From an optimization exercise on the open Yosys and OpenROAD flow, aimed at small area, a short achievable clock period and few clock cycles per item; shortcuts taken in it are not production practice.
The RTL was checked by simulation tests, not by an equivalence proof against the original design.
No activity file was given, so power comes from the tool's default toggle rates.

==> flow/design.v <==
package nsqrt_pkg;
   localparam logic [31:0] NEG_ONE_Q16 = 32'hFFFF_0000;
   localparam logic [31:0] TOL_RESET   = 32'h0001_0000;
endpackage
module newton_square_root_top (
   input  logic               clock,
   input  logic               reset,
   input  logic               req_valid,
   output logic               req_stall,
   input  logic signed [31:0] req_radicand,
   output logic               rsp_valid,
   input  logic               rsp_stall,
   output logic signed [31:0] rsp_root,
   output logic [6:0]         rsp_steps_taken,
   output logic               rsp_negative_input,
   input  logic               csr_write_enable,
   input  logic [31:0]        csr_write_data
);
   typedef enum logic [3:0] {
      S_IDLE, S_INIT, S_CHK0, S_UPD, S_DIV, S_CYC, S_OUT, S_OUTP
   } state_type;
   state_type   state_ff;
   logic [31:0] tol_ff;
   logic [31:0] w_ff;       
   logic [3:0]  k_ff;       
   logic [4:0]  cnt_ff;     
   logic [30:0] x_ff;
   logic [23:0] q_ff;
   logic [32:0] p_ff;       
   logic [32:0] x3_ff;      
   logic [6:0]  n_ff;
   logic        neg_ff;
   logic        pend_ff;    
   logic        big_ff;     
   logic [34:0] acc_ff;     
   logic        accc_ff;    
   logic [16:0] sqm_ff;     
   logic        sqp_ff;     
   logic [32:0] sqw_ff;     
   logic        cdone_ff;   
   logic        fresh_ff;   
   logic        cpass_ff, cle0_ff, czero_ff;
   always_ff @(posedge clock) begin
      if (reset) tol_ff <= nsqrt_pkg::TOL_RESET;
      else if (csr_write_enable) tol_ff <= csr_write_data;
   end
   assign req_stall          = !(state_ff == S_IDLE || state_ff == S_OUT);
   assign rsp_valid          = (state_ff == S_OUT || state_ff == S_OUTP);
   assign rsp_root           = {neg_ff, {15{neg_ff}} | x_ff[30:16], x_ff[15:0]};
   assign rsp_steps_taken    = n_ff;
   assign rsp_negative_input = neg_ff;
   logic [30:0] a;
   logic        a_ge1;
   logic [4:0]  half_bl;    
   assign a     = w_ff[30:0];
   assign a_ge1 = |a[30:16];
   logic [30:0] sa;
   logic        sa_ge1, sa_pos;
   logic [17:0] e0;
   assign sa     = (state_ff == S_INIT) ? w_ff[30:0] : req_radicand[30:0];
   assign sa_pos = (state_ff == S_INIT) ? !w_ff[31] && (w_ff[30:0] != 31'd0)
                                        : !req_radicand[31] && (req_radicand[30:0] != 31'd0);
   assign sa_ge1 = |sa[30:16];
   assign e0     = sa[17:0] - 18'h08000;
   always_comb begin
      half_bl = 5'd0;
      for (int i = 0; i < 31; i++)
         if (a[i]) half_bl = 5'((i + 2) / 2);
   end
   logic [3:0] k_init;
   assign k_init = 4'(((5'd8 + half_bl) | 5'd1) + 5'd1 >> 1);
   logic [4:0] cnt_cur;     
   assign cnt_cur = fresh_ff ? 5'd26 - {k_init, 1'b0} : cnt_ff;
   logic        sq_done, c_pass;
   logic [33:0] acc_mag;
   logic        sq_idle;
   assign sq_idle = (sqm_ff == 17'd0) && !sqp_ff;
   assign sq_done = sq_idle && !accc_ff;
   logic        bd_neg, bd_two, bd_zero;
   logic [34:0] bd_add;
   assign bd_neg  = sqm_ff[1] && !(sqm_ff[0] && sqp_ff);
   assign bd_zero = (sqm_ff[1] == sqm_ff[0]) && (sqm_ff[0] == sqp_ff);
   assign bd_two  = (sqm_ff[1] != sqm_ff[0]) && (sqm_ff[0] == sqp_ff);
   assign bd_add  = (bd_two ? {1'b0, sqw_ff, 1'b0} : {2'b00, sqw_ff}) ^ {35{bd_neg}};
   logic [34:0] bd_term;
   logic [18:0] acc_lo_add;
   logic [16:0] acc_hi_add;
   assign bd_term    = (sq_idle || bd_zero) ? 35'd0 : bd_add;
   assign acc_lo_add = {1'b0, acc_ff[17:0]} + {1'b0, bd_term[17:0]} + {18'd0, bd_neg && !sq_idle && !bd_zero};
   assign acc_hi_add = acc_ff[34:18] + bd_term[34:18] + {16'd0, accc_ff};
   assign acc_mag = acc_ff[33:0] ^ {34{acc_ff[34]}};
   assign c_pass  = {acc_mag, 1'b0} < {2'b00, tol_ff, acc_ff[34]};
   logic [1:0]  div_next;   
   logic [33:0] t1, t2, t3;
   logic        d1, d2, d3, div_first, div_last;
   logic [30:0] p_new;
   assign div_first = (cnt_ff == 5'd0);
   assign div_last  = (cnt_ff[3:0] == k_ff - 4'd1);
   always_comb begin
      unique case (cnt_ff[2:0])
         3'd0: div_next = w_ff[7:6];
         3'd1: div_next = w_ff[5:4];
         3'd2: div_next = w_ff[3:2];
         3'd3: div_next = w_ff[1:0];
         default: div_next = 2'b00;
      endcase
      if (cnt_ff[4:3] != 2'b00) div_next = 2'b00;
   end
   assign t1 = {1'b0, p_ff} - {3'b000, x_ff};
   assign t2 = {1'b0, p_ff} - {2'b00, x_ff, 1'b0};
   assign t3 = {1'b0, p_ff} - {1'b0, x3_ff};
   assign d1 = !t1[33];
   assign d2 = !t2[33];
   assign d3 = !t3[33] && !div_first;
   assign p_new = d3 ? t3[30:0] : d2 ? t2[30:0] : d1 ? t1[30:0] : p_ff[30:0];
   logic [32:0] upd_s;
   logic [30:0] upd_d;
   logic [31:0] upd_r;
   assign upd_s = {2'b00, x_ff} + (state_ff == S_UPD ? {9'd0, q_ff} : {1'b0, x_ff, 1'b0});
   assign upd_d = x_ff - {7'd0, q_ff};
   assign upd_r = {1'b0, p_ff[32:2]} + (upd_d[0] ? {8'd0, q_ff} : 32'd0);
   logic [4:0] qf_bf, qf_bf_ff;
   logic [5:0] qf_bm, qf_bm_ff;
   logic [31:0] qf_rt;
   logic        qf;
   assign qf_rt = ~acc_ff[31:0] | tol_ff;
   always_comb begin
      qf_bf = 5'd0;
      qf_bm = 6'd0;
      for (int i = 0; i < 17; i++)
         if (sqm_ff[i]) qf_bf = 5'(i + 1);
      for (int i = 0; i < 32; i++)
         if (qf_rt[i]) qf_bm = 6'(i + 1);
   end
   assign qf = (cnt_ff == 5'd1) && ({qf_bf_ff, 1'b0} >= qf_bm_ff + 6'd3);
   logic chk_ready, chk_pass, chk_le0;
   assign chk_ready = big_ff || cdone_ff || qf;
   assign chk_pass  = !big_ff && !qf && cpass_ff;
   assign chk_le0   = !big_ff && !qf && cle0_ff;
   always_ff @(posedge clock) begin
      if (!sq_done) begin
         acc_ff  <= {acc_hi_add, acc_lo_add[17:0]};
         accc_ff <= acc_lo_add[18];
      end
      if (!sq_idle) begin
         sqp_ff <= sqm_ff[1];
         sqm_ff <= sqm_ff >> 2;
         sqw_ff <= sqw_ff << 2;
      end
      cdone_ff <= sq_done;
      qf_bf_ff <= qf_bf;
      qf_bm_ff <= qf_bm;
      cpass_ff <= c_pass;
      cle0_ff  <= acc_ff[34];
      czero_ff <= (acc_ff == 35'd0);
      if (((state_ff == S_IDLE || state_ff == S_OUT) && req_valid) || state_ff == S_INIT) begin
         fresh_ff <= 1'b1;
         cdone_ff <= 1'b0;
         accc_ff  <= 1'b0;
         sqp_ff   <= 1'b0;
         if (sa_ge1) begin
            acc_ff <= ~35'h0_4000_0000;
            big_ff <= e0[17] || |sa[30:18];
            sqm_ff <= e0[16:0];
            sqw_ff <= {16'd0, e0[16:0]};
         end else begin
            acc_ff <= ~{3'd0, sa[15:0], 16'd0};
            big_ff <= 1'b0;
            sqm_ff <= 17'd1;
            sqw_ff <= 33'h1_0000_0000;
         end
      end
      if (reset) begin
         state_ff <= S_IDLE;
      end else begin
         unique case (state_ff)
            S_IDLE: begin
               w_ff <= req_radicand;
               if (req_valid) state_ff <= sa_pos ? S_CHK0 : S_INIT;
            end
            S_INIT: begin
               fresh_ff <= 1'b1;
               neg_ff   <= w_ff[31];
               n_ff     <= '0;
               x_ff     <= '0;
               state_ff <= sa_pos ? S_CHK0 : S_OUT;
            end
            S_CHK0: begin
               if (fresh_ff) begin
                  fresh_ff <= 1'b0;
                  n_ff     <= '0;
                  neg_ff   <= 1'b0;
                  p_ff     <= '0;
                  k_ff     <= k_init;
                  x_ff     <= a_ge1 ? a : 31'h0001_0000;
                  q_ff     <= a_ge1 ? 24'h01_0000 : {8'd0, a[15:0]};
               end
               if (cnt_cur >= 5'd4) begin
                  w_ff   <= w_ff << 4;
                  cnt_ff <= cnt_cur - 5'd4;
               end else begin
                  if (cnt_cur != 5'd0) w_ff <= w_ff << 2;
                  cnt_ff <= 5'd0;
               end
               if (chk_ready) begin
                  if (chk_pass) state_ff <= S_OUT;
                  else if (cnt_cur <= 5'd4) state_ff <= S_UPD;
               end
            end
            S_UPD: begin
               x_ff     <= upd_s[31:1];
               n_ff     <= n_ff + 7'd1;
               p_ff     <= {9'd0, w_ff[31:8]};
               q_ff     <= '0;
               cnt_ff   <= '0;
               pend_ff  <= 1'b1;
               cdone_ff <= 1'b0;
               big_ff   <= |upd_d[30:18];
               acc_ff   <= ~{3'd0, upd_r};
               accc_ff  <= 1'b0;
               sqm_ff   <= upd_d[17:1];
               sqw_ff   <= {16'd0, upd_d[17:1]};
               sqp_ff   <= 1'b0;
               state_ff <= S_DIV;
            end
            S_DIV: begin
               cnt_ff <= cnt_ff + 5'd1;
               q_ff   <= {q_ff[21:0], d2, d3 | (d1 & !d2)};
               p_ff   <= {p_new, div_next};
               if (div_first) x3_ff <= upd_s;
               if (pend_ff && chk_ready) begin
                  if (chk_pass) begin
                     state_ff <= S_OUT;
                  end else if (chk_le0) begin
                     state_ff <= S_CYC;
                     cdone_ff <= 1'b0;
                     sqm_ff   <= 17'd1;
                     sqw_ff   <= {1'b0, x_ff, 1'b1};
                     sqp_ff   <= 1'b0;
                  end else begin
                     pend_ff <= 1'b0;
                     if (div_last) state_ff <= S_UPD;
                  end
               end else if (!pend_ff && div_last) begin
                  state_ff <= S_UPD;
               end else if (pend_ff && div_last) begin
                  cnt_ff <= cnt_ff;
                  q_ff   <= q_ff;
                  p_ff   <= p_ff;
                  state_ff <= S_DIV;
               end
            end
            S_CYC: begin
               if (cdone_ff) begin
                  state_ff <= S_OUT;
                  n_ff     <= 7'd100;
                  if (czero_ff) begin
                     if (cpass_ff) begin
                        x_ff[0] <= 1'b1;
                        n_ff    <= n_ff + 7'd1;
                     end else begin
                        x_ff[0] <= n_ff[0];
                     end
                  end
               end
            end
            S_OUT: begin
               w_ff <= req_radicand;
               if (req_valid) state_ff <= rsp_stall ? S_OUTP : sa_pos ? S_CHK0 : S_INIT;
               else if (!rsp_stall) state_ff <= S_IDLE;
            end
            S_OUTP: if (!rsp_stall) state_ff <= S_INIT;
            default: state_ff <= S_IDLE;
         endcase
      end
   end
endmodule
==> flow/flow/run.sh <==
#!/bin/bash
# The standard layout, with timing repair aiming well below the clock period.
set -euo pipefail
echo "export SETUP_SLACK_MARGIN = 7.0" >> config.mk
bash standard.sh > standard.log 2>&1
==> flow/standard.sh <==
#!/bin/bash
# synth_recipe.tcl (not shown) runs the flow's synth.tcl, then flattens the netlist and writes it again
# the make line also repeats each setting of config.mk as NAME=value (left out here)
make -C /OpenROAD-flow-scripts/flow DESIGN_CONFIG=/design/flow/config.mk WORK_HOME=/design/flow/orfs CLKGATE_MAP_FILE= SYNTH_SCRIPT=/design/flow/synth_recipe.tcl "${@:-finish}"
==> flow/config.mk <==
export PLATFORM = sky130hd
export DESIGN_NAME = newton_square_root_top
export DESIGN_NICKNAME = newton_square_root_top
export VERILOG_FILES = /design/flow/design.v
export SDC_FILE = /design/flow/constraint.sdc
export NUM_CORES = 4
export LEC_CHECK = 0
export CAP_MARGIN = 20
export CORE_MARGIN = 2
export CORE_UTILIZATION = 30
export SLEW_MARGIN = 20
export SETUP_SLACK_MARGIN = 7.0
==> flow/constraint.sdc <==
create_clock -name core_clock -period 11.0 [get_ports {clock}]
set_input_delay 2.2000 -clock core_clock [delete_from_list [all_inputs] [get_ports {clock}]]
set_output_delay 2.2000 -clock core_clock [all_outputs]
set_load 0.01 [all_outputs]
==> results of run 1 <==
## stage by stage
step	hold WS [ns]	util [%]	power [mW]	area [µm²]
after floorplan	0.350	-	7.58	28300
after global placement	0.478	32.8	9.47	30500
after detailed placement	0.485	32.8	9.52	30500
after CTS	0.500	35.7	11.6	33300
after global routing	0.518	36.8	12.9	34200
final	0.494	36.8	12.0	34200
## what timing repair did
item | in CTS | in global routing
pin swaps | 34 | 42
cloned | 9 | 7
resized for setup | 187 | 110
setup endpoints to repair | 260 | 173
buffers inserted | 101 | 40
## metal layers
metal	track usage [%]	vias to the layer above
li1	-	12912
met1	30.9	13453
met2	35.2	1310
met3	4.00	324
met4	9.97	4
met5	0	-
## final cells by class
type	instances	area, µm²	share of cell area (%)
multi-input cells	2782	19800	57.8
clock buffers	54	1100	3.23
diodes	2	5.00	0.0146
repair buffers	296	2940	8.59
flip-flops and latches	310	7940	23.2
well taps	1254	1570	4.59
clock inverters	17	194	0.567
inverters	185	702	2.05
## kinds of logic after synthesis
| group | count (synthesis) |
|---|---|
| multiplexers | 129 |
| AND/OR/NAND/NOR | 1131 |
| flip-flops | 310 |
| XOR/XNOR | 244 |
| buffers and inverters | 336 |
| AO/OA/AOI/OAI | 1007 |
| adder cells (fa/ha/maj) | 268 |
## cell usage after synthesis (all sizes together), types with 30 or more instances
library cell	n	area, µm²
nand2	407	1530
nor2	291	1100
ha	258	3230
o21ai	246	1230
a21oi	232	1170
inv	184	691
edfxtp	171	5130
xnor2	143	1250
dfxtp	139	2780
mux2i	123	1230
clkbuf	101	379
xor2	101	885
a21o	90	676
nor3	87	440
nand3	75	380
buf	50	299
a31oi	48	319
nor2b	46	288
o21a	43	323
nand2b	40	250
a211oi	35	268
a22o	35	307
o211ai	32	250
or2	31	194
nor4	30	203
## state kept, by name, summed over array words and instances, names as in the netlist, 4 cells and up
signal    flops
acc_ff       35
cnt_ff        5
k_ff          4
n_ff          7
p_ff         33
q_ff         24
qf_bf_ff      5
qf_bm_ff      6
sqm_ff       17
sqw_ff       33
tol_ff       32
w_ff         32
x3_ff        33
x_ff         31
## power groups by stage
| stage | clock [mW] | combinational [mW] | sequential (mW) |
|---|---|---|---|
| after CTS | 1.38 | 7.79 | 2.39 |
| after global placement | 0 | 7.02 | 2.45 |
| after detailed placement | 0 | 7.07 | 2.45 |
| after floorplan | 0 | 5.56 | 2.03 |
| after global routing | 1.42 | 9.01 | 2.43 |
| final | 1.37 | 8.27 | 2.41 |
## critical path, delay by kind of cell (launching register included)
| kind | cells | cell delay [ns] |
|---|---|---|
| flip-flops | 1 | 0.32 |
| AND/OR/NAND/NOR | 4 | 1.04 |
| buffers and inverters | 24 | 3.02 |
## worst max-delay path by stage
stage,startpoint,endpoint,slack [ns],depth (start not counted)
2_1_floorplan,sqm_ff[5]$_DFF_P_,acc_ff[34]$_DFF_P_,6.57,18
3_3_place_gp,state_ff[1]$_SDFFE_PP0P_,x_ff[28]$_DFFE_PP_,5.67,16
3_5_place_dp,state_ff[2]$_SDFFE_PP0P_,req_stall,5.64,5
4_1_cts,sqm_ff[3]$_DFF_P_,acc_ff[34]$_DFF_P_,6.60,18
5_1_grt,sqm_ff[3]$_DFF_P_,acc_ff[34]$_DFF_P_,6.48,18
6_report,sqm_ff[3]$_DFF_P_,cdone_ff$_DFF_P_,6.53,28
==> metrics.md, run 1 <==
| Metric | Value |
|---|---|
| Gpl congestion | 0.972 |
| Overflow after GRT | 0 |
| Relative max-transition margin | 26.2% |
| CTS tree | done |
| R2R setup slack | 6.53 ns |
| Row count | 112 |
| Worst slew pin tran | 1.11 ns |
| WP data required | 11.50 ns |
| Detail Route met3 WL | 10400 µm |
| Netlist Area Pre-Place | 28100 µm² |
| Die Span Y | 310 µm |
| Routed vias | 28003 |
| Syn avg cell area | 8.20 µm² |
| Hpwl dp | 82400 µm |
| Largest family of logic cells by synthesized area | compound AO/OA/AOI/OAI gates |
| R2R cell count | 28 |
| Fill cells | 9565 |
| Die area | 96100 µm² |
| Clk network pwr share | 11.3% |
| CP Max Fanout | 2 |
| Area grow syn2layout | 21.8% |
| Pre-CTS setup slack | 5.64 ns |
| Sequential fraction of the synthesis area | 28.2% |
| GR Util All Layers | 22.7% |
| Placed Instances | 4670 |
| Setup ws final | 6.53 ns |
| Vias in the first global route | 26278 |
| Leading cell types in the layout, fill and taps excluded | nand2_1, nor2_1, ha_1 |
| PwrDens | 352 nW/µm² |
| Reg-to-Reg Start | sqm_ff[3]$_DFF_P_ |
| ANT nets after route | 0 |
| Simple-Gate Fraction of Synth Area | 18.7% |
| Period Utilization, post-route | 40.6% |
| Tmin final | 4.47 ns |
| Hold EP | tol_ff[19]$_SDFFE_PP0P_ |
| Outcome | finished clean |
| Endpoints failing hold | 0 |
| Met1 Wirelength | 48600 µm |
| Max layer used | met5 |
| First-pass GRT wire length | 166000 µm |
| Synth Instances | 3425 |
| Initial core utilization | 30.2% |
| Startpoint types | flop |
| # setup viols final | 0 |
| Post-synthesis adder-cell area fraction | 12.2% |
| Core area | 93000 µm² |
| Layout cell share with drive strength beyond 1 | 13.1% |
| Logic pwr share | 68.6% |
| Worst R2R End | cdone_ff$_DFF_P_ |
| Worst Skew | 0.0640 ns |
| Max Cap Violations | 0 |
| CTS buffer count | 40 |
| Clock-pin slew on the worst setup and hold paths | 0.06 ns |
| CTS Hold Buffers Added | 0 |
| Die width | 310 µm |
| Prevailing post-synth register cell | edfxtp_1 |
| Setup tns final | 0 ns |
| Buffer depth of the longest clock path | 3 |
| RSZ-0062 raised after global routing | yes |
| Switch share | 49.4% |
| Post-Layout Cell Count | 4900 |
| Most common cell after layout, fill and taps aside | nand2_1 |
| Critical path type | flop to flop |
| XOR/XNOR share of the synthesized area | 7.61% |
| Sw power | 5.95 mW |
| Synth warn | 1 |
| Worst-Skew Late Latency | 0.64 ns |
| Slowest CP cell | or4_4 |
| EDFF count, synth | 171 |
| Max IR drop VDD | 0.179 mV |
| Detailed Route Iter0 Violations | 3049 |
| Total Wirelength | 114000 µm |
| Largest net degree at the start of global routing | 58 |
| Initial antenna violation count | 5 |
| Lkg Pwr | 14.1 nW |
| Ys async rst share | 0% |
| WHS Path Cells | 2 |
| Synth Register Bits | 310 |
| Met2 Wirelength | 49200 µm |
| Fmax | 224 MHz |
| Vias/cell | 5.71 |
| Drt first pass iters | 9 |
| Root Driver | clkbuf_16 |
| DRC | 0 |
| PortBufs | 110 |
| I/O pins | 111 |
| Yosys cell types | 101 |
| Nets | 3952 |
| Crit path top cell by count | buf_4 |
| Multiplexer area fraction after synthesis | 4.64% |
| H-tree levels | 2 |
| Largest stage delay, worst path | 0.56 ns |
| Hold crit path type | flop to flop |
| Post-Syn Nets | 3762 |
| Crit path arrival time | 4.97 ns |
| Max Transition Viols Final | 0 |
| Flop pwr share | 20.0% |
| Compound-Gate Fraction of Synth Area | 23.7% |
| HP Start | tol_ff[19]$_SDFFE_PP0P_ |
| Crit end category | flop |
| Power Internal | 6.10 mW |
| CTS Sinks | 310 |
| Drt wl/cell | 23.3 µm |
Testbench counts, summed over its fixed seeds: cycles 32,936, items 640.
==> inputs of run 2 (changes only) <==
==> flow/run.sh (new file) <==
#!/bin/bash
# synth_recipe.tcl (not shown) runs the flow's synth.tcl, then flattens the netlist and writes it again
# the make line also repeats each setting of config.mk as NAME=value (left out here)
make -C /OpenROAD-flow-scripts/flow DESIGN_CONFIG=/design/flow/config.mk WORK_HOME=/design/flow/orfs CLKGATE_MAP_FILE= SYNTH_SCRIPT=/design/flow/synth_recipe.tcl finish
--- a/flow/config.mk
+++ b/flow/config.mk
@@ -9,4 +9,4 @@
 export CORE_MARGIN = 2
 export CORE_UTILIZATION = 30
+export SETUP_SLACK_MARGIN = 5
 export SLEW_MARGIN = 20
-export SETUP_SLACK_MARGIN = 7.0
removed: flow/flow/run.sh
removed: flow/standard.sh
==> run 2 against run 1 <==
Register-to-register slack lost 1.2 ns. Final cell count shrank 3.3%. Worst setup slack got worse by 1.2 ns. Critical path type unchanged. Total power shrank 10%. Still clean on timing, DRC and antenna. Combinational power fell by 14%. Critical endpoint is now x_ff[28]$_DFFE_PP_.
==> metrics.md, run 2 <==
| Metric | Value |
|---|---|
| Root Driver | clkbuf_16 |
| Simple-Gate Fraction of Synth Area | 18.7% |
| Critical path type | flop to flop |
| Hold crit path type | flop to flop |
| Tmin final | 5.66 ns |
| Relative max-transition margin | 30.1% |
| GR Util All Layers | 21.1% |
| Pre-CTS setup slack | 5.38 ns |
| CTS Sinks | 310 |
| Worst Skew | 0.0393 ns |
| Crit end category | flop |
| PwrDens | 343 nW/µm² |
| Slowest CP cell | dfxtp_1 |
| Largest net degree at the start of global routing | 63 |
| Post-Layout Cell Count | 4737 |
| Syn avg cell area | 8.20 µm² |
| Synth Instances | 3425 |
| Post-DP Area | 30400 µm² |
| Fill cells | 9879 |
| ANT nets after route | 0 |
| Post-Route Utilization | 33.9% |
| Lkg Pwr | 12.9 nW |
| Post-Syn Nets | 3762 |
| Crit path arrival time | 6.02 ns |
| Tot Pwr | 10.8 mW |
| Die area | 96100 µm² |
| Crit path top cell by count | a21o_1 |
| Startpoint types | flop |
| Die width | 310 µm |
| WP data required | 11.35 ns |
| Compound-Gate Fraction of Synth Area | 23.7% |
| Hpwl dp | 81100 µm |
| Netlist Area Pre-Place | 28100 µm² |
| Switch share | 49.6% |
| Period Utilization, post-route | 51.5% |
| Post-synthesis adder-cell area fraction | 12.2% |
| Most numerous cell in the Yosys netlist | nand2_1 |
| Sw power | 5.37 mW |
| Worst slew pin tran | 1.05 ns |
| Design area | 31600 µm² |
| Die Span Y | 310 µm |
| CP Max Fanout | 53 |
| Most common cell after layout, fill and taps aside | nand2_1 |
| Clock-pin slew on the worst setup and hold paths | 0.06 ns |
| First-pass GRT wire length | 155000 µm |
| Vias/cell | 5.60 |
| Detailed Route Iter0 Violations | 2706 |
| Routed vias | 26538 |
| Overflow after GRT | 0 |
| Leading cell types in the layout, fill and taps excluded | nand2_1, nor2_1, ha_1 |
| Multiplexer area fraction after synthesis | 4.64% |
| Top post-synthesis cells by area | edfxtp_1, ha_1, dfxtp_1 |
| Share of the synthesized area in the top cell type | 18.3% |
| Power Internal | 5.45 mW |
| Setup tns final | 0 ns |
| # setup viols final | 0 |
| Total Wirelength | 104000 µm |
| Max Cap Violations | 0 |
| Synth Register Bits | 310 |
| Sequential fraction of the synthesis area | 28.2% |
| Max reg flops | 35 |
| Worst-Skew Late Latency | 0.60 ns |
| Placed Instances | 4670 |
| Area grow syn2layout | 12.4% |
| DRC | 0 |
| Buffer depth of the longest clock path | 3 |
| Largest family of logic cells by synthesized area | compound AO/OA/AOI/OAI gates |
| Synth warn | 1 |
| Logic pwr share | 65.8% |
| XOR/XNOR share of the synthesized area | 7.61% |
| Top reg by flops | acc_ff |
| Clk network pwr share | 11.5% |
| Layout cell share with drive strength beyond 1 | 5.00% |
| Drt wl/cell | 22.0 µm |
| Max IR drop VDD | 0.177 mV |
| Post-synth top cells | nand2_1, nor2_1, ha_1 |
| RSZ-0062 raised after global routing | no |
| Cell taking the most area after synthesis | edfxtp_1 |
| Prevailing post-synth register cell | edfxtp_1 |
| Largest stage delay, worst path | 0.65 ns |
| PortBufs | 110 |
| Gpl congestion | 0.949 |
| Ys async rst share | 0% |
| CTS buffer count | 38 |
| Fmax | 177 MHz |
| Drt first pass iters | 6 |
| EDFF count, synth | 171 |
| Yosys cell types | 101 |
| Endpoints failing hold | 0 |
| Max Transition Viols Final | 0 |
| Flop pwr share | 22.7% |
| H-tree levels | 2 |
| Setup ws final | 5.34 ns |
| Nets | 3793 |
| Initial antenna violation count | 1 |
| CTS tree | done |
| Core area | 93000 µm² |
| Vias in the first global route | 24884 |
| Initial core utilization | 30.2% |
| Final hold slack | 0.497 ns |
| I/O pins | 111 |
| Outcome | finished clean |
| Critical path, cell by cell | nand2_1 -> nor2_4 -> buf_4 -> buf_4 -> o21ai_0 -> ha_1 -> a21o_1 -> a21o_1 -> a21o_1 -> a211oi_1 -> nor2_1 -> or4b_1 -> o221ai_1 -> a21oi_1 -> xor2_1 -> a22o_1 |
| Row count | 112 |
[run 2: final timing paths]
check | startpoint | endpoint | slack (ns) | cells past startpoint
min | tol_ff[13]$_SDFFE_PP0P_ | tol_ff[13]$_SDFFE_PP0P_ | 0.50 | 2
max | state_ff[1]$_SDFFE_PP0P_ | x_ff[28]$_DFFE_PP_ | 5.34 | 16
min reg2reg | tol_ff[13]$_SDFFE_PP0P_ | tol_ff[13]$_SDFFE_PP0P_ | 0.50 | 2
max reg2reg | state_ff[1]$_SDFFE_PP0P_ | x_ff[28]$_DFFE_PP_ | 5.34 | 16
[run 2: cell families after synthesis]
group / after synthesis
compound gates: 1007
mux: 129
fa+ha+maj: 268
xor+xnor: 244
simple gates: 1131
buf+inv: 336
flops: 310
[run 2: worst max-delay path: cells and delay by family, from the launching register on]
| kind | cells | cell delay [ns] |
|---|---|---|
| AOI/OAI and AO/OA | 8 | 1.72 |
| and+or+nand+nor | 4 | 1.39 |
| buffers and inverters | 2 | 1.09 |
| DFF | 1 | 0.65 |
| adders and majority gates | 1 | 0.37 |
| xor gates and xnor gates | 1 | 0.20 |
[run 2: area by class of cell]
class,count,area (µm²),area share (%)
antenna,1,2.50,0.00793
clock buffer,56,1070,3.38
clock inverter,10,98.8,0.313
inverter,185,694,2.20
multi-input combinational,2779,18900,59.8
sequential,310,7920,25.1
tap,1254,1570,4.97
timing repair buffer,142,1330,4.22
[run 2: power by group through the flow]
stage	clock network (mW)	registers (mW)	logic [mW]
2_1_floorplan	0	2.03	5.48
3_3_place_gp	0	2.45	6.92
3_5_place_dp	0	2.44	6.97
4_1_cts	1.25	2.42	7.03
5_1_grt	1.30	2.48	7.89
6_report	1.24	2.46	7.12
[run 2: timing repair]
item,4_1_cts,5_1_grt
setup endpoints to repair,0,4
endpoints found under the hold margin,0,0
hold buffers,0,0
setup buffers,0,0
resized for setup,0,1
[run 2: metal layers]
metal | routed length [µm] | global-route usage (%) | vias up | part of all wire [%]
met2 | 44100 | 32.2 | 1104 | 42
met1 | 46900 | 29.3 | 12653 | 45
met4 | 4020 | 8.03 | 2 | 3.9
li1 | - | - | 12580 | -
met3 | 9370 | 4.28 | 199 | 9.0
met5 | 12 | 0 | - | 0.011
==> inputs of run 3 (changes only) <==
--- a/flow/design.v
+++ b/flow/design.v
@@ -38,7 +38,5 @@
    logic        sqp_ff;     
    logic [32:0] sqw_ff;     
-   logic        cdone_ff;   
    logic        fresh_ff;   
-   logic        cpass_ff, cle0_ff, czero_ff;
    always_ff @(posedge clock) begin
       if (reset) tol_ff <= nsqrt_pkg::TOL_RESET;
@@ -135,7 +133,7 @@
    assign qf = (cnt_ff == 5'd1) && ({qf_bf_ff, 1'b0} >= qf_bm_ff + 6'd3);
    logic chk_ready, chk_pass, chk_le0;
-   assign chk_ready = big_ff || cdone_ff || qf;
-   assign chk_pass  = !big_ff && !qf && cpass_ff;
-   assign chk_le0   = !big_ff && !qf && cle0_ff;
+   assign chk_ready = big_ff || sq_done || qf;
+   assign chk_pass  = !big_ff && !qf && c_pass;
+   assign chk_le0   = !big_ff && !qf && acc_ff[34];
    always_ff @(posedge clock) begin
       if (!sq_done) begin
@@ -148,13 +146,8 @@
          sqw_ff <= sqw_ff << 2;
       end
-      cdone_ff <= sq_done;
       qf_bf_ff <= qf_bf;
       qf_bm_ff <= qf_bm;
-      cpass_ff <= c_pass;
-      cle0_ff  <= acc_ff[34];
-      czero_ff <= (acc_ff == 35'd0);
       if (((state_ff == S_IDLE || state_ff == S_OUT) && req_valid) || state_ff == S_INIT) begin
          fresh_ff <= 1'b1;
-         cdone_ff <= 1'b0;
          accc_ff  <= 1'b0;
          sqp_ff   <= 1'b0;
@@ -215,5 +208,4 @@
                cnt_ff   <= '0;
                pend_ff  <= 1'b1;
-               cdone_ff <= 1'b0;
                big_ff   <= |upd_d[30:18];
                acc_ff   <= ~{3'd0, upd_r};
@@ -234,5 +226,4 @@
                   end else if (chk_le0) begin
                      state_ff <= S_CYC;
-                     cdone_ff <= 1'b0;
                      sqm_ff   <= 17'd1;
                      sqw_ff   <= {1'b0, x_ff, 1'b1};
@@ -252,9 +243,9 @@
             end
             S_CYC: begin
-               if (cdone_ff) begin
+               if (sq_done) begin
                   state_ff <= S_OUT;
                   n_ff     <= 7'd100;
-                  if (czero_ff) begin
-                     if (cpass_ff) begin
+                  if (acc_ff == 35'd0) begin
+                     if (c_pass) begin
                         x_ff[0] <= 1'b1;
                         n_ff    <= n_ff + 7'd1;
==> flow/flow/run.sh (new file) <==
#!/bin/bash
# The standard layout, with timing repair aiming well below the clock period.
set -euo pipefail
echo "export SETUP_SLACK_MARGIN = 7.0" >> config.mk
bash standard.sh > standard.log 2>&1
==> flow/standard.sh (new file) <==
#!/bin/bash
# synth_recipe.tcl (not shown) runs the flow's synth.tcl, then flattens the netlist and writes it again
# the make line also repeats each setting of config.mk as NAME=value (left out here)
make -C /OpenROAD-flow-scripts/flow DESIGN_CONFIG=/design/flow/config.mk WORK_HOME=/design/flow/orfs CLKGATE_MAP_FILE= SYNTH_SCRIPT=/design/flow/synth_recipe.tcl "${@:-finish}"
--- a/flow/config.mk
+++ b/flow/config.mk
@@ -9,4 +9,4 @@
 export CORE_MARGIN = 2
 export CORE_UTILIZATION = 30
-export SETUP_SLACK_MARGIN = 5
 export SLEW_MARGIN = 20
+export SETUP_SLACK_MARGIN = 7.0
removed: flow/run.sh
==> run 3 against run 2 <==
Largest cell class unchanged. Utilization rose by 3.7 points. Die area fell by 2.4%. Worst setup slack improved by 1.3 ns. Still clean on timing, DRC and antenna.
==> metrics.md, run 3 <==
| Metric | Value |
|---|---|
| Outcome | finished clean |
| Sequential fraction of the synthesis area | 28.6% |
| CTS Sinks | 306 |
| Detail Route met3 WL | 11300 µm |
| Die width | 306 µm |
| Hold crit path type | flop to flop |
| Routed vias | 27619 |
| Initial core utilization | 30.4% |
| Tmin final | 4.38 ns |
| Yosys cell types | 98 |
| Vias/cell | 5.74 |
| Detailed Route Iter0 Violations | 3434 |
| CP Max Fanout | 3 |
| CTS buffer count | 38 |
| Gpl congestion | 0.962 |
| Layout cell share with drive strength beyond 1 | 14.5% |
| Vias in the first global route | 25588 |
| Netlist Area Pre-Place | 27400 µm² |
| Setup ws final | 6.62 ns |
| Crit end category | flop |
| Max layer used | met5 |
| Die area | 93800 µm² |
| Max Cap Violations | 0 |
| Max reg flops | 35 |
| Largest stage delay, worst path | 0.55 ns |
| Post-Syn Nets | 3704 |
| Top post-synthesis cells by area | edfxtp_1, ha_1, dfxtp_1 |
| Relative max-transition margin | 37.8% |
| Fmax | 229 MHz |
| Overflow after GRT | 0 |
| Synth Instances | 3366 |
| Critical path, cell by cell | inv_4 -> ha_4 -> or3b_4 -> or4_4 -> o21ai_4 -> buf_12 -> nor2_4 -> fa_2 -> fa_2 -> a21o_1 -> a21oi_2 -> o21ai_1 -> a31o_2 -> nand3_2 -> a21oi_2 -> nor4_2 -> buf_4 -> o41ai_4 -> mux2i_1 -> xor2_1 -> nand2_1 |
| H-tree levels | 2 |
| Nets | 3945 |
| Most common cell after layout, fill and taps aside | nand2_1 |
| PortBufs | 110 |
| Post-Route Utilization | 37.6% |
| Worst path top cell family by delay | simple AND/OR/NAND/NOR gates |
| Hold EP | tol_ff[13]$_SDFFE_PP0P_ |
| RSZ-0062 raised after global routing | yes |
| Clock-pin slew on the worst setup and hold paths | 0.06 ns |
| Most numerous cell in the Yosys netlist | nand2_1 |
| Worst slew pin tran | 0.934 ns |
| GR Util All Layers | 21.9% |
| Cell taking the most area after synthesis | edfxtp_1 |
| Drt first pass iters | 8 |
| Final hold slack | 0.498 ns |
| Reg-to-Reg Start | sqm_ff[1]$_DFF_P_ |
| R2R cell count | 21 |
| WHS Path Cells | 2 |
| Tot Pwr | 12.9 mW |
| R2R setup slack | 6.62 ns |
| Hpwl dp | 76500 µm |
| Synth Register Bits | 306 |
| Ys async rst share | 0% |
| Max Transition Viols Final | 0 |
| HP Start | tol_ff[13]$_SDFFE_PP0P_ |
| Worst Skew | 0.0316 ns |
| Prevailing post-synth register cell | edfxtp_1 |
| Critical path type | flop to flop |
| Share of the synthesized area in the top cell type | 18.7% |
| Period Utilization, post-route | 39.8% |
| Initial antenna violation count | 9 |
| EDFF count, synth | 171 |
| CTS tree | done |
| Die Span Y | 306 µm |
| Synth warn | 1 |
| Buffer depth of the longest clock path | 3 |
| PwrDens | 380 nW/µm² |
| Leading cell types in the layout, fill and taps excluded | nand2_1, nor2_1, ha_1 |
| Drt wl/cell | 22.6 µm |
| First-pass GRT wire length | 158000 µm |
| Top reg by flops | acc_ff |
| Met1 Wirelength | 46300 µm |
| # setup viols final | 0 |
| I/O pins | 111 |
| Slowest CP cell | or4_4 |
| WP data required | 11.44 ns |
| Pre-CTS setup slack | 5.55 ns |
| Crit path arrival time | 4.82 ns |
| Worst R2R End | acc_ff[34]$_DFF_P_ |
| DRC | 0 |
| Post-synth top cells | nand2_1, nor2_1, ha_1 |
| WP buf/inv | 3 |
| Lkg Pwr | 14.0 nW |
| Max IR drop VDD | 0.201 mV |
| Row count | 110 |
| Worst-Skew Late Latency | 0.59 ns |
| Met2 Wirelength | 46700 µm |
| Syn avg cell area | 8.14 µm² |
| Area grow syn2layout | 24.0% |
| Setup tns final | 0 ns |
| Endpoints failing hold | 0 |
| Root Driver | clkbuf_16 |
| Core area | 90300 µm² |
| ANT nets after route | 0 |
| Total Wirelength | 109000 µm |
| Startpoint types | flop |
| Largest net degree at the start of global routing | 56 |
[run 3: cell count changes after synthesis, sizes merged, moves of 6 or more]
cell / before / now
nor3: 87 / 66
o21ai: 246 / 227
inv: 184 / 197
clkbuf: 101 / 91
a22oi: 11 / 18
nor2: 291 / 361
nand3: 75 / 59
nand2: 407 / 373
mux2: 6 / 0
a31oi: 48 / 63
mux2i: 123 / 91
[run 3: power breakdown]
group          switching (mW)  total [mW]  internal [mW]
logic                    5.19        9.31           4.12
clock network           0.565        1.28          0.712
registers               0.586        2.34           1.75
total                    6.34        12.9           6.58
[run 3: stage by stage]
stage | instance area [µm²] | instances
floorplan | 27500 | 3366
global placement | 29700 | 4534
detailed placement | 29700 | 4534
CTS | 32600 | 4723
global route | 34000 | 4813
finish | 34000 | 4815
[run 3: how the worst max path moves through the flow]
| stage | from | cells after the start | to | slack [ns] |
|---|---|---|---|---|
| 5_1_grt | sqm_ff[16]$_DFF_P_ | 20 | acc_ff[34]$_DFF_P_ | 6.41 |
| 4_1_cts | sqm_ff[16]$_DFF_P_ | 20 | acc_ff[34]$_DFF_P_ | 6.70 |
| 3_3_place_gp | state_ff[0]$_SDFFE_PP0P_ | 16 | x_ff[29]$_DFFE_PP_ | 5.68 |
| 3_5_place_dp | state_ff[0]$_SDFFE_PP0P_ | 15 | x_ff[29]$_DFFE_PP_ | 5.55 |
| 2_1_floorplan | sqm_ff[15]$_DFF_P_ | 19 | acc_ff[34]$_DFF_P_ | 6.88 |
| 6_report | sqm_ff[1]$_DFF_P_ | 21 | acc_ff[34]$_DFF_P_ | 6.62 |
[run 3: cell type report]
cell class,count,area [µm²]
diodes,2,5.00
repair buffers,337,3290
fillers,9205,56300
inverters,197,763
multi-input cells,2726,19400
repair inverters,1,8.76
well taps,1176,1470
clock inverters,16,126
flip-flops and latches,306,7860
clock buffers,54,1080
[run 3: logic make-up after synthesis]
family | after synthesis | synth area share (%)
AOI/OAI and AO/OA | 1000 | 24.1
buffers and inverters | 339 | 4.99
muxes | 91 | 3.32
adders and majority gates | 269 | 12.6
and+or+nand+nor | 1114 | 18.6
DFF | 306 | 28.6
xor gates and xnor gates | 247 | 7.89
[run 3: timing repair]
item                       4_1_cts  5_1_grt
pin swaps                       61       97
gates resized for setup        179      137
gates cloned                    14        3
setup endpoints to repair      325      204
hold buffers                     0        0
buffers inserted               105       87
[run 3: worst reg2reg max path, stage by stage (launching register included)]
cell     delay (ns)
dfxtp_4        0.36
inv_4          0.06
ha_4           0.15
or3b_4         0.37
or4_4          0.55
o21ai_4        0.10
buf_12         0.13
nor2_4         0.03
fa_2           0.37
fa_2           0.36
a21o_1         0.18
a21oi_2        0.15
o21ai_1        0.07
a31o_2         0.27
nand3_2        0.09
a21oi_2        0.07
nor4_2         0.24
buf_4          0.17
o41ai_4        0.09
mux2i_1        0.22
xor2_1         0.16
nand2_1        0.06
[run 3: per-layer routing]
layer / track usage [%] / vias to the layer above
met5: 0 / -
met4: 8.60 / 10
met3: 4.61 / 266
met2: 33.3 / 1346
met1: 30.3 / 13286
li1: - / 12711
Testbench counts of run 3, summed over its fixed seeds: cycles 32,034, items 640.
==> inputs of run 4 (changes only) <==
--- a/flow/design.v
+++ b/flow/design.v
@@ -56,7 +56,6 @@
    logic        sa_ge1, sa_pos;
    logic [17:0] e0;
-   assign sa     = (state_ff == S_INIT) ? w_ff[30:0] : req_radicand[30:0];
-   assign sa_pos = (state_ff == S_INIT) ? !w_ff[31] && (w_ff[30:0] != 31'd0)
-                                        : !req_radicand[31] && (req_radicand[30:0] != 31'd0);
+   assign sa     = w_ff[30:0];
+   assign sa_pos = !w_ff[31] && (w_ff[30:0] != 31'd0);
    assign sa_ge1 = |sa[30:16];
    assign e0     = sa[17:0] - 18'h08000;
@@ -148,5 +147,5 @@
       qf_bf_ff <= qf_bf;
       qf_bm_ff <= qf_bm;
-      if (((state_ff == S_IDLE || state_ff == S_OUT) && req_valid) || state_ff == S_INIT) begin
+      if (state_ff == S_INIT) begin
          fresh_ff <= 1'b1;
          accc_ff  <= 1'b0;
@@ -170,5 +169,5 @@
             S_IDLE: begin
                w_ff <= req_radicand;
-               if (req_valid) state_ff <= sa_pos ? S_CHK0 : S_INIT;
+               if (req_valid) state_ff <= S_INIT;
             end
             S_INIT: begin
@@ -258,5 +257,5 @@
             S_OUT: begin
                w_ff <= req_radicand;
-               if (req_valid) state_ff <= rsp_stall ? S_OUTP : sa_pos ? S_CHK0 : S_INIT;
+               if (req_valid) state_ff <= rsp_stall ? S_OUTP : S_INIT;
                else if (!rsp_stall) state_ff <= S_IDLE;
             end
==> run 4 against run 3 <==
Global-route usage down 1.3 points. Hold slack worse by 0.014 ns. Total power down 0.91%. Utilization down 1.1 points. Synthesized cell count down 1.8%. Clock skew up 0.027 ns. Sequential power about the same. Still clean on timing, DRC and antenna. Largest power group unchanged. Routed wire length down 6.1%. First-iteration DRC count down 20%. Non-clock buffer count down 58. Sequential share of layout area up 0.69 points. Maximum frequency up 9.1%.
==> metrics.md, run 4 <==
| Metric | Value |
|---|---|
| Die Span Y | 306 µm |
| Total Wirelength | 102000 µm |
| Hpwl dp | 73700 µm |
| Most numerous cell in the Yosys netlist | nor2_1 |
| Die width | 306 µm |
| # setup viols final | 0 |
| Worst slew pin tran | 1.07 ns |
| Vias in the first global route | 24114 |
| Flop pwr share | 18.5% |
| Placed Instances | 4469 |
| Post-synth top cells | nor2_1, nand2_1, ha_1 |
| PwrDens | 388 nW/µm² |
| Overflow after GRT | 0 |
| Post-DP Area | 29600 µm² |
| Hold crit path type | flop to flop |
| H-tree levels | 2 |
| Most common cell after layout, fill and taps aside | nor2_1 |
| Setup ws final | 6.99 ns |
| Logic pwr share | 70.2% |
| Leading cell types in the layout, fill and taps excluded | nor2_1, nand2_1, ha_1 |
| Sw power | 6.19 mW |
| Power Internal | 6.61 mW |
| Prevailing post-synth register cell | edfxtp_1 |
| Worst Skew | 0.0584 ns |
| Outcome | finished clean |
| Worst R2R End | w_ff[30]$_DFFE_PP_ |
| Design area | 33000 µm² |
| PortBufs | 110 |
| Syn avg cell area | 8.29 µm² |
| Nets | 3812 |
| Critical path type | flop to flop |
| Startpoint types | flop |
| Endpoints failing hold | 0 |
| Ys async rst share | 0% |
| Max Cap Violations | 0 |
| Crit end category | flop |
| Detailed Route Iter0 Violations | 2744 |
| Pre-CTS setup slack | 6.05 ns |
| Row count | 110 |
| Top reg by flops | acc_ff |
| RSZ-0062 raised after global routing | yes |
| Fmax | 249 MHz |
| ANT nets after route | 0 |
| Largest net degree at the start of global routing | 61 |
| R2R cell count | 18 |
| Tmin final | 4.01 ns |
| Crit path arrival time | 4.33 ns |
| CTS Sinks | 306 |
| Initial antenna violation count | 1 |
| Critical path, cell by cell | buf_4 -> nor4_1 -> nand2_1 -> a21oi_1 -> nor2_1 -> ha_4 -> xnor2_2 -> ha_1 -> nand2_1 -> o21ai_2 -> ha_2 -> o211ai_1 -> and3b_4 -> o2111ai_2 -> a21oi_2 -> buf_6 -> nor2_4 -> clkbuf_16 |
| Synth Instances | 3304 |
| Setup tns final | 0 ns |
| Reg-to-Reg Start | w_ff[22]$_DFFE_PP_ |
| Yosys cell types | 95 |
| Drt first pass iters | 6 |
| Max IR drop VDD | 0.168 mV |
| Share of the synthesized area in the top cell type | 18.7% |
| Lkg Pwr | 13.5 nW |
| Largest stage delay, worst path | 0.53 ns |
| Crit path capture | w_ff[30]$_DFFE_PP_ |
| Buffer depth of the longest clock path | 3 |
| CTS buffer count | 39 |
| Switch share | 48.4% |
| Core area | 90300 µm² |
| Drt wl/cell | 21.8 µm |
| CTS tree | done |
| Sequential fraction of the synthesis area | 28.6% |
| Crit path launch | w_ff[22]$_DFFE_PP_ |
| Post-Route Utilization | 36.6% |
| First-pass GRT wire length | 149000 µm |
| Clock-pin slew on the worst setup and hold paths | 0.06 ns |
| Top post-synthesis cells by area | edfxtp_1, ha_1, dfxtp_1 |
| DRC | 0 |
| R2R setup slack | 6.99 ns |
| Die area | 93800 µm² |
| Clk network pwr share | 11.3% |
| Synth warn | 1 |
| Gpl congestion | 0.961 |
| Post-Syn Nets | 3642 |
| Routed vias | 26262 |
| Area grow syn2layout | 20.4% |
| Synth Register Bits | 306 |
| EDFF count, synth | 171 |
| Cell taking the most area after synthesis | edfxtp_1 |
| Max Transition Viols Final | 0 |
| I/O pins | 111 |
| Slowest CP cell | nor4_1 |
| Worst-Skew Late Latency | 0.61 ns |
| WP data required | 11.32 ns |
| CP Max Fanout | 8 |
| GR Util All Layers | 20.7% |
| CTS Hold Buffers Added | 0 |
| Initial core utilization | 30.3% |
| Layout cell share with drive strength beyond 1 | 12.0% |
| Vias/cell | 5.61 |
| Period Utilization, post-route | 36.5% |
| Relative max-transition margin | 27.8% |
| Root Driver | clkbuf_16 |
| Netlist Area Pre-Place | 27400 µm² |
| Crit path top cell by count | nand2_1 |
| Post-Layout Cell Count | 4682 |
| Max reg flops | 35 |
run 4: cell types whose count changed in the layout (fill, tap and decap cells not counted), moves of 21 or more:
cell / previous run / this run
buf_4: 186 / 139
a31oi_1: 58 / 30
nor2_1: 340 / 293
o21ai_0: 174 / 222
mux2i_1: 90 / 132
nand3_1: 56 / 77
nand2_1: 364 / 278
a21oi_1: 208 / 243
run 4: stage by stage:
| step | total power [mW] | hold WS (ns) |
|---|---|---|
| 2_1_floorplan | 8.00 | 0.439 |
| 3_3_place_gp | 9.91 | 0.477 |
| 3_5_place_dp | 9.95 | 0.473 |
| 4_1_cts | 12.1 | 0.475 |
| 5_1_grt | 13.7 | 0.508 |
| 6_report | 12.8 | 0.484 |
run 4: critical path, delay by kind of cell (launching register included):
family	cells	cell delay, ns
buf+inv	3	0.53
fa+ha+maj	3	0.71
flops	1	0.40
simple gates	6	1.35
compound gates	5	0.59
xor+xnor	1	0.14
run 4: cell families (layout without fill, tap and decap cells):
| logic type | Yosys count | after routing | share of synthesized area (%) |
|---|---|---|---|
| compound gates | 1030 | 1032 | 24.3 |
| xor+xnor | 243 | 243 | 7.77 |
| fa+ha+maj | 269 | 269 | 12.6 |
| buf+inv | 349 | 546 | 5.24 |
| flops | 306 | 306 | 28.6 |
| mux | 142 | 142 | 5.23 |
| other cells | 0 | 1 | 0 |
| simple gates | 965 | 967 | 16.3 |
run 4: metal layers:
layer  track usage (%)  routed length, µm  vias up
met2              32.2              43700     1176
met5                 0                 11        -
met4              7.74               4440        2
met1              29.0              45300    12498
met3              2.71               8690      198
li1                  -                  -    12388
run 4: worst min-delay path by stage:
stage	startpoint	end	cells after the start
after global routing	sqm_ff[15]$_DFF_P_	qf_bf_ff[0]$_SDFF_PP1_	1
after detailed placement	sqm_ff[16]$_DFF_P_	qf_bf_ff[0]$_SDFF_PP1_	1
final	sqm_ff[16]$_DFF_P_	qf_bf_ff[0]$_SDFF_PP1_	1
after global placement	tol_ff[29]$_SDFFE_PP0P_	tol_ff[29]$_SDFFE_PP0P_	2
after CTS	sqm_ff[15]$_DFF_P_	qf_bf_ff[0]$_SDFF_PP1_	1
after floorplan	sqm_ff[15]$_DFF_P_	qf_bf_ff[0]$_SDFF_PP1_	1
run 4: final cells by class:
type / instances / area, µm²
clock inverter: 23 / 364
fill: 9187 / 57300
inverter: 195 / 739
clock buffer: 49 / 1060
timing repair buffer: 279 / 2650
tap: 1176 / 1470
antenna: 1 / 2.50
multi-input combinational: 2653 / 18900
sequential: 306 / 7860
run 4: timing repair:
item,CTS,global route
gates cloned,6,5
setup endpoints to repair,303,237
gates resized for setup,113,83
pin swaps,28,45
setup buffers,81,48
run 4: power groups by stage:
stage	combinational (mW)	clock, mW	sequential [mW]
global placement	7.40	0	2.51
global route	9.81	1.51	2.40
floorplan	5.93	0	2.07
CTS	8.24	1.46	2.41
detailed placement	7.43	0	2.52
finish	8.98	1.45	2.37
Testbench counts of run 4, summed over its fixed seeds: cycles 32,568, items 640.
==> inputs of run 5 (changes only) <==
--- a/flow/design.v
+++ b/flow/design.v
@@ -74,15 +74,24 @@
    assign sq_idle = (sqm_ff == 17'd0) && !sqp_ff;
    assign sq_done = sq_idle && !accc_ff;
-   logic        bd_neg, bd_two, bd_zero;
+   logic        bd_act_ff, bd_neg_ff, bd_two_ff;
+   logic [2:0]  bd_step, bd_upd, bd_init;
+   logic [2:0]  bd_one;    
+   always_comb begin
+      bd_step = {!(sqm_ff[3] == sqm_ff[2] && sqm_ff[2] == sqm_ff[1]),
+                 sqm_ff[3] && !(sqm_ff[2] && sqm_ff[1]),
+                 (sqm_ff[3] != sqm_ff[2]) && (sqm_ff[2] == sqm_ff[1])};
+      bd_upd  = {upd_d[2] || upd_d[1], upd_d[2], upd_d[2] && !upd_d[1]};
+      bd_init = {e0[1] || e0[0], e0[1], e0[1] && !e0[0]};
+      bd_one  = 3'b100;
+   end
+   logic        bd_neg;
    logic [34:0] bd_add;
-   assign bd_neg  = sqm_ff[1] && !(sqm_ff[0] && sqp_ff);
-   assign bd_zero = (sqm_ff[1] == sqm_ff[0]) && (sqm_ff[0] == sqp_ff);
-   assign bd_two  = (sqm_ff[1] != sqm_ff[0]) && (sqm_ff[0] == sqp_ff);
-   assign bd_add  = (bd_two ? {1'b0, sqw_ff, 1'b0} : {2'b00, sqw_ff}) ^ {35{bd_neg}};
+   assign bd_neg  = bd_neg_ff;
+   assign bd_add  = (bd_two_ff ? {1'b0, sqw_ff, 1'b0} : {2'b00, sqw_ff}) ^ {35{bd_neg_ff}};
    logic [34:0] bd_term;
    logic [18:0] acc_lo_add;
    logic [16:0] acc_hi_add;
-   assign bd_term    = (sq_idle || bd_zero) ? 35'd0 : bd_add;
-   assign acc_lo_add = {1'b0, acc_ff[17:0]} + {1'b0, bd_term[17:0]} + {18'd0, bd_neg && !sq_idle && !bd_zero};
+   assign bd_term    = bd_act_ff ? bd_add : 35'd0;
+   assign acc_lo_add = {1'b0, acc_ff[17:0]} + {1'b0, bd_term[17:0]} + {18'd0, bd_act_ff && bd_neg_ff};
    assign acc_hi_add = acc_ff[34:18] + bd_term[34:18] + {16'd0, accc_ff};
    assign acc_mag = acc_ff[33:0] ^ {34{acc_ff[34]}};
@@ -143,4 +152,5 @@
          sqp_ff <= sqm_ff[1];
          sqm_ff <= sqm_ff >> 2;
+         {bd_act_ff, bd_neg_ff, bd_two_ff} <= bd_step;
          sqw_ff <= sqw_ff << 2;
       end
@@ -155,4 +165,5 @@
             big_ff <= e0[17] || |sa[30:18];
             sqm_ff <= e0[16:0];
+            {bd_act_ff, bd_neg_ff, bd_two_ff} <= bd_init;
             sqw_ff <= {16'd0, e0[16:0]};
          end else begin
@@ -160,4 +171,5 @@
             big_ff <= 1'b0;
             sqm_ff <= 17'd1;
+            {bd_act_ff, bd_neg_ff, bd_two_ff} <= bd_one;
             sqw_ff <= 33'h1_0000_0000;
          end
@@ -211,4 +223,5 @@
                accc_ff  <= 1'b0;
                sqm_ff   <= upd_d[17:1];
+               {bd_act_ff, bd_neg_ff, bd_two_ff} <= bd_upd;
                sqw_ff   <= {16'd0, upd_d[17:1]};
                sqp_ff   <= 1'b0;
@@ -226,4 +239,5 @@
                      state_ff <= S_CYC;
                      sqm_ff   <= 17'd1;
+                     {bd_act_ff, bd_neg_ff, bd_two_ff} <= bd_one;
                      sqw_ff   <= {1'b0, x_ff, 1'b1};
                      sqp_ff   <= 1'b0;
==> run 5 against run 4 <==
Sequential share of layout area is 0.36 points lower. Synthesized cell count up 5.0%. Maximum frequency fell by 0.22%. Die area increased by 2.5%. Register-to-register slack about the same. Worst setup slack worse by 0.0087 ns. Clock-buffer cell count increased by 8. Non-clock buffer count grew 13. Via count up 6.0%. Combinational power fell by 23%. Sequential power fell by 4%. Sequential cell count rose by 3. Highest routed layer unchanged.
==> metrics.md, run 5 <==
| Metric | Value |
|---|---|
| Outcome | finished clean |
| Detail Route met3 WL | 10300 µm |
| Fmax | 249 MHz |
| Initial antenna violation count | 2 |
| Prevailing post-synth register cell | edfxtp_1 |
| Fill cells | 9593 |
| Met1 Wirelength | 48300 µm |
| Post-Syn Nets | 3808 |
| # diodes | 0 |
| Hpwl dp | 77800 µm |
| GR Util All Layers | 21.4% |
| Hold crit path type | flop to flop |
| CTS Hold Buffers Added | 0 |
| Relative max-transition margin | 25.7% |
| Die Span Y | 310 µm |
| R2R cell count | 17 |
| Nets | 3969 |
| Tot Pwr | 10.5 mW |
| First-pass GRT wire length | 157000 µm |
| Row count | 112 |
| Multiplexer area fraction after synthesis | 3.86% |
| Post-synthesis adder-cell area fraction | 12.3% |
| Post-synth top cells | nand2_1, a21oi_1, nor2_1 |
| Period Utilization, post-route | 36.5% |
| Drt first pass iters | 6 |
| Clock-pin slew on the worst setup and hold paths | 0.06 ns |
| CTS buffer count | 38 |
| WP data required | 11.33 ns |
| Syn avg cell area | 8.09 µm² |
| Largest net degree at the start of global routing | 76 |
| Vias/cell | 5.67 |
| Reg-to-Reg Start | w_ff[2]$_DFFE_PP_ |
| Most numerous cell in the Yosys netlist | nand2_1 |
| Worst-Skew Late Latency | 0.59 ns |
| Most common cell after layout, fill and taps aside | nand2_1 |
| Simple-Gate Fraction of Synth Area | 17.3% |
| Sequential fraction of the synthesis area | 28.1% |
| Total Wirelength | 110000 µm |
| Leading cell types in the layout, fill and taps excluded | nand2_1, a21oi_1, nor2_1 |
| ANT nets after route | 0 |
| Crit path arrival time | 4.35 ns |
| Drt wl/cell | 22.4 µm |
| Netlist Area Pre-Place | 28100 µm² |
| CTS Sinks | 309 |
| Setup tns final | 0 ns |
| Gpl congestion | 0.944 |
| Root Driver | clkbuf_16 |
| Overflow after GRT | 0 |
| Routed vias | 27829 |
| Top post-synthesis cells by area | edfxtp_1, ha_1, dfxtp_1 |
| DRC | 0 |
| Crit path launch | w_ff[2]$_DFFE_PP_ |
| Yosys cell types | 88 |
| Worst R2R End | w_ff[11]$_DFFE_PP_ |
| Initial core utilization | 30.2% |
| CTS tree | done |
| Synth warn | 1 |
| Die area | 96100 µm² |
| Buffer depth of the longest clock path | 3 |
| Vias in the first global route | 25234 |
| Lkg Pwr | 13.7 nW |
| Max Transition Viols Final | 0 |
| Compound-Gate Fraction of Synth Area | 25.2% |
| PortBufs | 110 |
| Critical path type | flop to flop |
| Synth Instances | 3470 |
| Core area | 93000 µm² |
| Synth Register Bits | 309 |
| # setup viols final | 0 |
| Max IR drop VDD | 0.160 mV |
| I/O pins | 111 |
| Share of the synthesized area in the top cell type | 18.3% |
| R2R setup slack | 6.98 ns |
| Top reg by flops | acc_ff |
| Met2 Wirelength | 47900 µm |
| Endpoints failing hold | 0 |
| Ys async rst share | 0% |
| Layout cell share with drive strength beyond 1 | 10.6% |
| Cell taking the most area after synthesis | edfxtp_1 |
| Crit end category | flop |
| Crit path capture | w_ff[11]$_DFFE_PP_ |
| H-tree levels | 2 |
| Tmin final | 4.02 ns |
| Worst Skew | 0.0362 ns |
| Max layer used | met5 |
| Max reg flops | 35 |
| Detailed Route Iter0 Violations | 3478 |
| Largest family of logic cells by synthesized area | compound AO/OA/AOI/OAI gates |
| EDFF count, synth | 171 |
| Worst slew pin tran | 1.11 ns |
| PwrDens | 311 nW/µm² |
| Startpoint types | flop |
| Max Cap Violations | 0 |
| RSZ-0062 raised after global routing | yes |
| CP Max Fanout | 5 |
| XOR/XNOR share of the synthesized area | 7.86% |
| Area grow syn2layout | 20.2% |
| Die width | 310 µm |
run 5: final cells by class:
| cell class | count | area [µm²] | share of cell area (%) |
|---|---|---|---|
| timing repair buffer | 292 | 2880 | 8.53 |
| clock buffer | 57 | 1100 | 3.27 |
| tap | 1254 | 1570 | 4.65 |
| multi-input combinational | 2790 | 19400 | 57.4 |
| clock inverter | 10 | 121 | 0.360 |
| sequential | 309 | 7920 | 23.5 |
| inverter | 200 | 778 | 2.31 |
run 5: per-stage QoR:
step / cells / hold WS [ns] / setup WS, ns / util [%] / cell area [µm²]
final: 4912 / 0.495 / 6.98 / 36.3 / 33800
after floorplan: 3470 / 0.432 / 6.88 / - / 28200
after global placement: 4696 / 0.477 / 5.48 / 32.7 / 30400
after detailed placement: 4697 / 0.487 / 5.49 / 32.7 / 30400
after global routing: 4912 / 0.532 / 6.87 / 36.3 / 33800
after CTS: 4845 / 0.501 / 6.91 / 35.1 / 32700
run 5: per-layer routing:
layer / up-vias / track usage (%)
met5: - / 0
met4: 2 / 6.28
met3: 173 / 2.85
met2: 1339 / 33.1
met1: 13358 / 30.7
li1: 12957 / -
run 5: repair_timing:
action | 4_1_cts | 5_1_grt
buffers inserted | 76 | 54
setup endpoints to repair | 302 | 159
cloned | 5 | 13
pin swaps | 9 | 40
resized for setup | 102 | 87
run 5: worst min path at each step:
stage                                        from                 endpoint  slack (ns)  depth (start not counted)
after floorplan                sqm_ff[15]$_DFF_P_   qf_bf_ff[0]$_SDFF_PP1_        0.43                          1
after global placement    tol_ff[13]$_SDFFE_PP0P_  tol_ff[13]$_SDFFE_PP0P_        0.48                          2
after detailed placement  tol_ff[13]$_SDFFE_PP0P_  tol_ff[13]$_SDFFE_PP0P_        0.49                          2
after CTS                 tol_ff[13]$_SDFFE_PP0P_  tol_ff[13]$_SDFFE_PP0P_        0.50                          2
after global routing       tol_ff[5]$_SDFFE_PP0P_   tol_ff[5]$_SDFFE_PP0P_        0.53                          2
final                     tol_ff[17]$_SDFFE_PP0P_  tol_ff[17]$_SDFFE_PP0P_        0.50                          2
run 5: report_power, final:
part,internal (mW),switching (mW),total (mW)
clock network,0.741,0.553,1.29
logic,2.97,3.96,6.93
registers,1.72,0.550,2.27
run 5: critical path: stages (launching register included):
cell	delay [ns]
edfxtp_1	0.47
or4_4	0.59
a21oi_4	0.16
o21ai_4	0.09
a21oi_4	0.20
nor2_4	0.06
ha_4	0.19
xnor2_2	0.14
ha_2	0.20
buf_4	0.13
nand2_1	0.09
nor2_1	0.06
a211oi_2	0.32
nand4_1	0.29
buf_4	0.24
clkbuf_16	0.16
mux2i_2	0.28
o21ai_1	0.09
run 5: cells by family after synthesis:
| logic type | count (synthesis) |
|---|---|
| AOI/OAI and AO/OA | 1116 |
| xor gates and xnor gates | 252 |
| adders and majority gates | 269 |
| buffers and inverters | 377 |
| DFF | 309 |
| muxes | 108 |
| and+or+nand+nor | 1039 |
Testbench counts of run 5, summed over its fixed seeds: cycles 32,568, items 640.
==> inputs of run 6 (changes only) <==
--- a/flow/config.mk
+++ b/flow/config.mk
@@ -8,5 +8,5 @@
 export CAP_MARGIN = 20
 export CORE_MARGIN = 2
-export CORE_UTILIZATION = 30
+export CORE_UTILIZATION = 45
 export SLEW_MARGIN = 20
 export SETUP_SLACK_MARGIN = 7.0
==> run 6 against run 5 <==
Largest power group unchanged. Routed wire length shrank 0.57%. Utilization grew 18 points. Sequential cell count is the same. Largest cell class unchanged.
==> metrics.md, run 6 <==
| Metric | Value |
|---|---|
| Outcome | finished clean |
| Max IR drop VDD | 0.134 mV |
| Critical path type | flop to flop |
| Max Transition Viols Final | 0 |
| Vias/cell | 6.10 |
| # setup viols final | 0 |
| Crit end category | flop |
| Leading cell types in the layout, fill and taps excluded | nand2_1, a21oi_1, nor2_1 |
| Tot Pwr | 10.7 mW |
| Vias in the first global route | 26151 |
| CTS Hold Buffers Added | 0 |
| Post-DP Area | 29900 µm² |
| Max Cap Violations | 0 |
| Sw power | 5.17 mW |
| Sequential fraction of the synthesis area | 28.1% |
| Top reg by flops | acc_ff |
| Synth Instances | 3470 |
| Worst Skew | 0.0247 ns |
| CTS buffer count | 41 |
| Tmin final | 4.08 ns |
| PortBufs | 110 |
| Placed Instances | 4279 |
| Buffer depth of the longest clock path | 3 |
| Met3 Use GR | 4.40% |
| Initial antenna violation count | 6 |
| Prevailing post-synth register cell | edfxtp_1 |
| Netlist Area Pre-Place | 28100 µm² |
| EDFF count, synth | 171 |
| Fmax | 245 MHz |
| Setup tns final | 0 ns |
| Core area | 61700 µm² |
| RSZ-0062 raised after global routing | yes |
| H-tree levels | 2 |
| Worst slew pin tran | 1.12 ns |
| WP data required | 11.30 ns |
| Most common cell after layout, fill and taps aside | nand2_1 |
| Synth Register Bits | 309 |
| DRC | 0 |
| Clock-pin slew on the worst setup and hold paths | 0.06 ns |
| Gpl congestion | 0.948 |
| Cell taking the most area after synthesis | edfxtp_1 |
| Overflow after GRT | 0 |
| Routed vias | 27366 |
| Relative max-transition margin | 24.6% |
| Post-synth top cells | nand2_1, a21oi_1, nor2_1 |
| Initial core utilization | 45.5% |
| Root Driver | clkbuf_16 |
| Share of the synthesized area in the top cell type | 18.3% |
| Period Utilization, post-route | 37.1% |
| Flop pwr share | 21.1% |
| Fill cells | 5825 |
| Die Span Y | 254 µm |
| Ys async rst share | 0% |
| Layout cell share with drive strength beyond 1 | 11.0% |
| Area grow syn2layout | 18.5% |
| Top post-synthesis cells by area | edfxtp_1, ha_1, dfxtp_1 |
| Crit path arrival time | 4.38 ns |
| Clk network pwr share | 13.1% |
| Drt wl/cell | 24.4 µm |
| PwrDens | 322 nW/µm² |
| Largest net degree at the start of global routing | 74 |
| Total Wirelength | 109000 µm |
| Hold crit path type | flop to flop |
| Endpoints failing hold | 0 |
| Lkg Pwr | 13.6 nW |
| First-pass GRT wire length | 160000 µm |
| Post-Syn Nets | 3808 |
| Drt first pass iters | 6 |
| ANT nets after route | 0 |
| Detailed Route Iter0 Violations | 2454 |
| Most used routing layer in global routing | met2 |
| I/O pins | 111 |
| Met2 usage | 54.3% |
| Syn avg cell area | 8.09 µm² |
| Max reg flops | 35 |
| CP Max Fanout | 5 |
| Row count | 91 |
| Yosys cell types | 88 |
| GR Util All Layers | 32.9% |
| Logic pwr share | 65.9% |
| Synth warn | 1 |
| Startpoint types | flop |
| Met1 GRT Util | 43.3% |
| Die width | 254 µm |
| Nets | 3955 |
| Power Internal | 5.57 mW |
| Hpwl dp | 79900 µm |
| CTS tree | done |
| Worst-Skew Late Latency | 0.59 ns |
| Post-Layout Cell Count | 4485 |
| Die area | 64400 µm² |
| Switch share | 48.1% |
| CTS Sinks | 309 |
| Most numerous cell in the Yosys netlist | nand2_1 |
| Design area | 33300 µm² |
[run 6: cell counts after synthesis]
No cell type changed its count.
[run 6: routing by layer]
metal	vias to the layer above	part of all wire (%)	wire length, µm
li1	12915	-	-
met1	13148	42	46300
met2	1109	46	50500
met3	192	7.1	7800
met4	2	4.3	4650
met5	-	0.012	13
[run 6: power by group through the flow]
stage	registers (mW)	clock network, mW	logic, mW
after global placement	2.38	0	5.87
after global routing	2.29	1.46	7.71
final	2.26	1.40	7.07
after detailed placement	2.40	0	5.98
after CTS	2.24	1.42	6.61
after floorplan	1.99	0	4.65
[run 6: worst paths after layout]
path / from / end / depth (start not counted) / slack (ns)
hold / removal: sqm_ff[15]$_DFF_P_ / qf_bf_ff[0]$_SDFF_PP1_ / 1 / 0.48
setup reg to reg: w_ff[11]$_DFFE_PP_ / w_ff[23]$_DFFE_PP_ / 18 / 6.92
setup / recovery: w_ff[11]$_DFFE_PP_ / w_ff[23]$_DFFE_PP_ / 18 / 6.92
hold reg to reg: sqm_ff[15]$_DFF_P_ / qf_bf_ff[0]$_SDFF_PP1_ / 1 / 0.48
[run 6: area by class of cell]
type                       instances  area, µm²  area share (%)
timing repair buffer             279       2740            8.22
clock buffer                      47       1060            3.18
antenna                            1       2.50         0.00752
inverter                         200        767            2.30
clock inverter                    26        289           0.868
sequential                       309       7910            23.8
multi-input combinational       2786      19500            58.5
tap                              837       1050            3.15
[run 6: kinds of logic (layout without fill, tap and decap cells)]
group	after synthesis	count (layout)	share of synthesized area [%]
adders and majority gates	269	269	12.3
AOI/OAI and AO/OA	1116	1117	25.2
and+or+nand+nor	1039	1040	17.3
buffers and inverters	377	552	5.35
DFF	309	309	28.1
xor gates and xnor gates	252	252	7.86
other	0	1	0
muxes	108	108	3.86
[run 6: per-stage QoR]
step,hold slack (ns),util [%],setup slack [ns]
3_3_place_gp,0.464,48.4,5.47
5_1_grt,0.508,53.9,6.84
2_1_floorplan,0.432,-,6.88
4_1_cts,0.476,52.6,6.89
3_5_place_dp,0.468,48.5,5.45
6_report,0.476,53.9,6.92
[run 6: critical path, cell delays in order (launching register included)]
cell	delay [ns]
edfxtp_1	0.46
or4_4	0.61
a21oi_4	0.16
o21ai_4	0.09
a21oi_4	0.20
nor2_2	0.07
ha_2	0.22
xnor2_2	0.16
ha_4	0.29
nor2_2	0.04
a21oi_2	0.15
ha_2	0.21
o311ai_2	0.12
nand4_1	0.15
buf_4	0.14
buf_12	0.11
o21ai_4	0.09
a21oi_4	0.33
clkbuf_16	0.21
[run 6: timing repair]
item	CTS	global route
cloned	5	3
pin swaps	19	45
setup endpoints to repair	228	201
gates resized for setup	123	93
buffers inserted	81	43

-- separate check: timing with driven ports --
The results above use ideal ports. As a check the final layouts listed here were re-extracted and re-timed, cells and wires unchanged. Step 1, drivers: a clkbuf_16 drives clock and a buf_2 each remaining input, both assumed. Step 2 times the ports against the registers' clock, not the clock port: input delays grow and output delays shrink by t, the midpoint of the rising clock arrivals with the driver on. Slacks: no drivers / after step 1 / after step 2; pairs: no drivers / after step 1.
| run | t, ns | slack for setup (ns) | worst register clock-pin slew, ns |
|---|---|---|---|
| run 1 | 0.672 | 6.531 / 6.532 / 6.412 | 0.07 / 0.07 |
| run 2 | 0.649 | 5.336 / 5.336 / 5.336 | 0.06 / 0.06 |
| run 3 | 0.641 | 6.625 / 6.625 / 6.251 | 0.06 / 0.06 |
| run 4 | 0.644 | 6.990 / 6.969 / 6.556 | 0.07 / 0.07 |
| run 5 | 0.631 | 6.981 / 6.927 / 6.524 | 0.07 / 0.07 |
| run 6 | 0.631 | 6.923 / 6.923 / 6.494 | 0.07 / 0.07 |
After both steps setup and hold are still met in every run listed. For run 5, which loses most, drivers alone change the setup slack by -0.054 ns; drivers and shift together by -0.457 ns.
